From an optimization exercise on the open Yosys and OpenROAD flow, aimed at small area and a short achievable clock period; shortcuts taken in it are not production practice.

indigo:
==> flow/design.v (excerpt) <==
module multconst_pipe #(
  parameter int DATA_IN_WIDTH = 16,
  parameter int CONST_WIDTH   = 18,
  parameter int CONST_DEFAULT = 78125,
  parameter int LANES         = 4,
  parameter int STAGES        = 2,
  parameter int SHIFT         = 0,
  localparam int RES_WIDTH    = DATA_IN_WIDTH + CONST_WIDTH - SHIFT
) (
  input  logic                           clk,
  input  logic                           reset_n,
  input  logic                           const_load,
  input  logic [CONST_WIDTH-1:0]         const_in,
  input  logic                           in_valid,
  output logic                           in_ready,
  input  logic [LANES*DATA_IN_WIDTH-1:0] op_a,
  output logic                           out_valid,
  input  logic                           out_ready,
  output logic [LANES*RES_WIDTH-1:0]     result,
  output logic                           busy
);
  localparam int ND = 9;    
  logic [CONST_WIDTH-1:0]         k;
  logic                           v0, v1;
  logic                           adv0, adv1;
  logic [LANES*DATA_IN_WIDTH-1:0] a0;
  logic [ND-1:0]                  one0, two0, neg0;
  logic                           top0;
  logic [16:0]                    corr0;
  logic [LANES*RES_WIDTH-1:0]     r1;
  logic [LANES*RES_WIDTH-1:0]     prod;
  assign adv1 = !v1 || out_ready;
  assign adv0 = !v0 || adv1;
  always_ff @(posedge clk or negedge reset_n) begin
    if (!reset_n)        k <= CONST_WIDTH'(CONST_DEFAULT);
    else if (const_load) k <= const_in;
  end
  always_ff @(posedge clk or negedge reset_n) begin
    if (!reset_n) begin
      v0 <= 1'b0;
      v1 <= 1'b0;
    end else begin
      if (adv0) v0 <= in_valid;
      if (adv1) v1 <= v0;
    end
  end
  logic [ND-1:0] one_k, two_k, neg_k;
  logic [16:0]   nsum;
  always_comb begin
    logic [CONST_WIDTH+1:0] kx;
    kx = {2'b00, k};
    nsum = '0;
    for (int j = 0; j < ND; j++) begin
      logic b2, b1, b0;
      b2 = kx[2*j+1];
      b1 = kx[2*j];
      b0 = (j == 0) ? 1'b0 : kx[2*j-1];
      one_k[j] = b1 ^ b0;
      two_k[j] = (b2 & !b1 & !b0) | (!b2 & b1 & b0);
      neg_k[j] = b2 & !(b1 & b0);
      nsum[2*j] = neg_k[j];
    end
  end
  ...
Size in the first run: roughly 4300 cells after synthesis, ~230 I/O pins.
Settings: LEC_CHECK=0, ABC_CLOCK_PERIOD_IN_PS=3000, CAP_MARGIN=20, CORE_MARGIN=2, CORE_UTILIZATION=45, SLEW_MARGIN=20; clock period 7.0 ns.
run.sh (not shown) runs the stock make flow with config.mk's settings and CLKGATE_MAP_FILE= SYNTH_SCRIPT=/design/flow/synth_recipe.tcl, a recipe that flattens the netlist after the stock synthesis.
Edits applied to the flow inputs when going from indigo to juniper:
- a deleted ABC_CLOCK_PERIOD_IN_PS that had been 3000
==> comparison <==
Reported for indigo and juniper, number of buffers created by CTS turned out identical to the last digit. As far as routed wire length goes, juniper and indigo are indistinguishable; the numbers are identical. ~same count of clock-buffer cells in the layout in indigo and juniper. juniper against indigo: register-to-register slack flat, via density per instance stayed essentially flat.
For raven, these inputs were changed with respect to juniper:
- an added SETUP_SLACK_MARGIN of 2.8
- an added ABC_CLOCK_PERIOD_IN_PS of 3000
Sort raven and juniper by layout overhead on the synthesized area, ascending, and juniper comes first.
[diff] design area, raven relative to juniper: regression
raven: buffer share of cell area is 8.4 points higher than what juniper reported.
Of raven and juniper, it is raven that has the higher global-route track usage on met2.
No run of this note included a check of the RTL's function; only the layout flow was run.

* * *

## run A
multconst_pipe, a different RTL version from the one above (not shown whole).
Size in the first run: ~4,500 cells after synthesis, ~350 flip-flops, about 230 I/O pins, ~43,000 um^2 of cells after synthesis.
export LEC_CHECK = 0
export CAP_MARGIN = 20
export CORE_MARGIN = 2
export CORE_UTILIZATION = 45
export SLEW_MARGIN = 20
create_clock -name core_clock -period 7.0 [get_ports {clk}]
standard.sh (not shown) runs the stock make flow with config.mk's settings and CLKGATE_MAP_FILE= SYNTH_SCRIPT=/design/flow/synth_recipe.tcl, a recipe that flattens the netlist after the stock synthesis.
==> flow/flow/run.sh <==
#!/bin/bash
# The standard layout, except that the ports are buffered with buf_2 cells
# instead of the delay-buffer cells buffer_ports picks by default.
set -euo pipefail
bash standard.sh "BUFFER_PORTS_ARGS=-buffer_cell sky130_fd_sc_hd__buf_2" finish > standard.log 2>&1
> inputs changed (run A -> run B)
==> flow/run.sh (new file) <==
#!/bin/bash
# synth_recipe.tcl (not shown) runs the flow's synth.tcl, then flattens the netlist and writes it again
# the make line also repeats each setting of config.mk as NAME=value (left out here)
make -C /OpenROAD-flow-scripts/flow DESIGN_CONFIG=/design/flow/config.mk WORK_HOME=/design/flow/orfs CLKGATE_MAP_FILE= SYNTH_SCRIPT=/design/flow/synth_recipe.tcl finish
removed: flow/flow/run.sh
removed: flow/standard.sh
==> comparison <==
Re stage delay of the slowest cell on the critical path: run B is 0.26 ns down on run A. Comparing run A and run B, the lower summed area of non-filler cells in the final layout is on run A. Via count of the first global-routing pass in run B is 0.46% below run A.
Function was not checked in any run of this note: the RTL went through the layout flow alone.

[re-timing with driven ports]
No port has a modelled driver above. Below, the same layouts with a new extraction and two added sets of constraints.
Step 1 assumes that a clkbuf_16 drives the clock port and a buf_2 every other input.
Step 2 also shifts input and output timing later by t, the mid clock arrival at the registers, as if the neighbouring blocks saw the same clock.
Three values: ideal ports, drivers, drivers and shift; two values: the first two.
run | t, ns | setup slack, ns | worst setup path at the end | worst slew at a driven data input, ns | pins driven straight from the clock port
indigo | 0.677 | 0.673 / 0.673 / 0.673 | register to register | 0.06 | 1
juniper | 0.677 | 0.673 / 0.673 / 0.673 | register to register | 0.06 | 1
raven | 0.685 | 1.474 / 1.474 / 1.474 | register to register | 0.07 | 1
run A | 0.665 | 1.273 / 1.273 / 1.273 | register to register | 0.06 | 1
run B | 0.655 | 1.276 / 1.276 / 1.276 | register to register | 0.06 | 1
After both steps setup and hold are still met in every run listed.
